Source: an optimization exercise on an open RTL-to-GDS flow (aim: small area and a short achievable clock period). Production flows keep margins and buffers that such runs may drop.
At most, simulation tests tie the RTL to the original design; equivalence was not proved.

==> module simple_fifo_adapter, before the edit <==
module simple_fifo_adapter #(
    parameter int DATA_IN_WIDTH  = 16,
    parameter int DATA_OUT_WIDTH = 128,
    parameter int ADDR_WIDTH     = 4,
    parameter int FULL_SLACK     = 1,
    parameter int USE_LAST       = 1
) (
    input  logic                      clk,
    input  logic                      rst,
    input  logic                      wr_ena,
    input  logic [DATA_IN_WIDTH-1:0]  wr_dat,
    input  logic                      wr_last,
    output logic                      wr_full,
    input  logic                      rd_ena,
    output logic [DATA_OUT_WIDTH-1:0] rd_dat,
    output logic                      rd_last,
    output logic                      rd_empty,
    output logic [ADDR_WIDTH:0]       rd_dat_cnt
);
    localparam int RATIO  = DATA_OUT_WIDTH / DATA_IN_WIDTH;
    localparam int DEPTH  = 1 << ADDR_WIDTH;
    localparam int W      = DATA_IN_WIDTH;
    localparam logic [ADDR_WIDTH:0] CNT_MAX    = (ADDR_WIDTH + 1)'(DEPTH);
    localparam logic [ADDR_WIDTH:0] FULL_LEVEL = (ADDR_WIDTH + 1)'(DEPTH - FULL_SLACK);
    logic [DATA_OUT_WIDTH:0] mem [DEPTH];
    logic [W-1:0]            pack [RATIO-1];
    logic [DEPTH-1:0]        wsel, rsel;           
    logic [RATIO-1:0]        lane_eq;              
    logic [RATIO-1:0]        lane_lt;              
    logic [ADDR_WIDTH:0]     count;
    logic                    empty, full;          
    logic                    last_in, commit_req, commit_ok, wr_adv, rd_accept, slot_free;
    logic [DATA_OUT_WIDTH:0] wword, rword;
    assign last_in    = (USE_LAST != 0) && wr_last;
    assign rd_accept  = rd_ena && !empty;
    assign commit_req = wr_ena && (lane_eq[RATIO-1] || last_in);
    assign commit_ok  = commit_req && slot_free;
    assign wr_adv     = wr_ena && !commit_req;
    assign slot_free  = !full || rd_ena;
    always_comb begin
        for (int k = 0; k < RATIO; k++) begin
            if (k < RATIO - 1)
                wword[k*W +: W] = ({W{lane_lt[k]}} & pack[k]) | ({W{lane_eq[k]}} & wr_dat);
            else
                wword[k*W +: W] = {W{lane_eq[k]}} & wr_dat;
        end
        wword[DATA_OUT_WIDTH] = last_in;
    end
    logic inc, dec;
    logic [ADDR_WIDTH:0] count_up, count_dn;
    assign inc      = commit_ok && !rd_accept;
    assign dec      = rd_accept && !commit_ok;
    assign count_up = count + 1'b1;
    assign count_dn = count - 1'b1;
    always_ff @(posedge clk) begin
        if (rst) begin
            wsel     <= DEPTH'(1);
            rsel     <= DEPTH'(1);
            count    <= '0;
            empty    <= 1'b1;
            full     <= 1'b0;
            lane_eq  <= RATIO'(1);
            lane_lt  <= '0;
            wr_full  <= (FULL_LEVEL == '0);
        end else begin
            if (inc) begin
                count   <= count_up;
                empty   <= 1'b0;
                full    <= (count_up == CNT_MAX);
                wr_full <= (count_up >= FULL_LEVEL);
            end else if (dec) begin
                count   <= count_dn;
                empty   <= (count_dn == '0);
                full    <= 1'b0;
                wr_full <= (count_dn >= FULL_LEVEL);
            end
            if (rd_accept) rsel <= {rsel[DEPTH-2:0], rsel[DEPTH-1]};
            if (commit_ok) wsel <= {wsel[DEPTH-2:0], wsel[DEPTH-1]};
            if (commit_ok) begin
                lane_eq <= RATIO'(1);
                lane_lt <= '0;
            end else if (wr_adv) begin
                lane_eq <= {lane_eq[RATIO-2:0], 1'b0};
                lane_lt <= {lane_lt[RATIO-2:0], 1'b1};
            end
        end
    end
    always_ff @(posedge clk) begin
        for (int k = 0; k < RATIO - 1; k++)
            if (lane_eq[k]) pack[k] <= wr_dat;
    end
    always_ff @(posedge clk) begin
        for (int i = 0; i < DEPTH; i++)
            if (wsel[i] && slot_free) mem[i] <= wword;
    end
    always_comb begin
        rword = '0;
        for (int i = 0; i < DEPTH; i++)
            rword = rword | ({(DATA_OUT_WIDTH+1){rsel[i]}} & mem[i]);
    end
    always_ff @(posedge clk) begin
        if (rst) begin
            rd_dat  <= '0;
            rd_last <= 1'b0;
        end else if (rd_accept) begin
            rd_dat  <= rword[DATA_OUT_WIDTH-1:0];
            rd_last <= rword[DATA_OUT_WIDTH];
        end
    end
    assign rd_empty   = empty;
    assign rd_dat_cnt = count;
endmodule
clock: 4.0 ns
lec_check: 0
cap_margin: 20
core_margin: 2
core_utilization: 40
setup_slack_margin: 1.8
slew_margin: 20
standard.sh (not shown) runs the stock make flow with config.mk's settings and CLKGATE_MAP_FILE= SYNTH_SCRIPT=/design/flow/synth_recipe.tcl, a recipe that flattens the netlist after the stock synthesis.
==> flow/flow/run.sh <==
#!/bin/bash
# Standard layout, with the clock tree built from larger sink clusters and without the dummy
# loads CTS adds for balancing. Each step's full log stays in orfs/logs; make's own output goes
# to flow_make.log in this folder.
set -euo pipefail
export CTS_ARGS="-sink_clustering_enable -repair_clock_nets -dont_use_dummy_load -sink_clustering_size 30 -sink_clustering_max_diameter 60"
bash standard.sh finish > flow_make.log 2>&1
==> next run, changes <==
--- a/flow/design.v
+++ b/flow/design.v
@@ -24,7 +24,9 @@
     localparam logic [ADDR_WIDTH:0] FULL_LEVEL = (ADDR_WIDTH + 1)'(DEPTH - FULL_SLACK);
     logic [DATA_OUT_WIDTH:0] mem [DEPTH];
     logic [W-1:0]            pack [RATIO-1];
-    logic [DEPTH-1:0]        wsel, rsel;           
+    logic [DEPTH-1:0]        wsel;                 
+    localparam int NRS = 2;
+    logic [DEPTH-1:0]        rsel [NRS];
     logic [RATIO-1:0]        lane_eq;              
     logic [RATIO-1:0]        lane_lt;              
     logic [ADDR_WIDTH:0]     count;
@@ -55,7 +57,7 @@
     always_ff @(posedge clk) begin
         if (rst) begin
             wsel     <= DEPTH'(1);
-            rsel     <= DEPTH'(1);
+            for (int c = 0; c < NRS; c++) rsel[c] <= DEPTH'(1);
             count    <= '0;
             empty    <= 1'b1;
             full     <= 1'b0;
@@ -74,7 +76,8 @@
                 full    <= 1'b0;
                 wr_full <= (count_dn >= FULL_LEVEL);
             end
-            if (rd_accept) rsel <= {rsel[DEPTH-2:0], rsel[DEPTH-1]};
+            if (rd_accept)
+                for (int c = 0; c < NRS; c++) rsel[c] <= {rsel[c][DEPTH-2:0], rsel[c][DEPTH-1]};
             if (commit_ok) wsel <= {wsel[DEPTH-2:0], wsel[DEPTH-1]};
             if (commit_ok) begin
                 lane_eq <= RATIO'(1);
@@ -95,8 +98,9 @@
     end
     always_comb begin
         rword = '0;
-        for (int i = 0; i < DEPTH; i++)
-            rword = rword | ({(DATA_OUT_WIDTH+1){rsel[i]}} & mem[i]);
+        for (int b = 0; b <= DATA_OUT_WIDTH; b++)
+            for (int i = 0; i < DEPTH; i++)
+                rword[b] = rword[b] | (rsel[b * NRS / (DATA_OUT_WIDTH + 1)][i] & mem[i][b]);
     end
     always_ff @(posedge clk) begin
         if (rst) begin
The changed run went through all stages and came out clean.
Die area goes up by 0.37%.
Design area barely changes.
Clock-buffer cell count goes down by 3.
Setup slack gains 0.062 ns.
Hold slack loses 0.016 ns.
Only the layout flow was run in the first run of this note; the RTL was not checked for function there.

separate check: timing with driven ports:
The results above use ideal ports. As a check the final layouts listed here were re-extracted and re-timed, cells and wires unchanged.
Step 1 (the two cells are an assumption about what drives the block):
set clk [get_ports {clk}]
set_driving_cell -lib_cell sky130_fd_sc_hd__clkbuf_16 $clk
set_driving_cell -lib_cell sky130_fd_sc_hd__buf_2 [delete_from_list [all_inputs] $clk]
Step 2 also shifts input and output timing later by t, the mid clock arrival at the registers, as if the neighbouring blocks saw the same clock.
a / b / c = ideal ports / drivers / drivers and shift; a / b = the first two.
run	t (ns)	slack for setup (ns)	worst hold slack (ns)
the first run	0.884	1.674 / 1.715 / 0.846	0.479 / 0.477 / 0.479
the second run	0.871	1.736 / 1.736 / 1.087	0.463 / 0.463 / 0.463
After both steps every run listed still meets setup and hold. The setup slack of the first run, which loses most, moves by +0.041 ns with the drivers and by -0.828 ns with both steps.
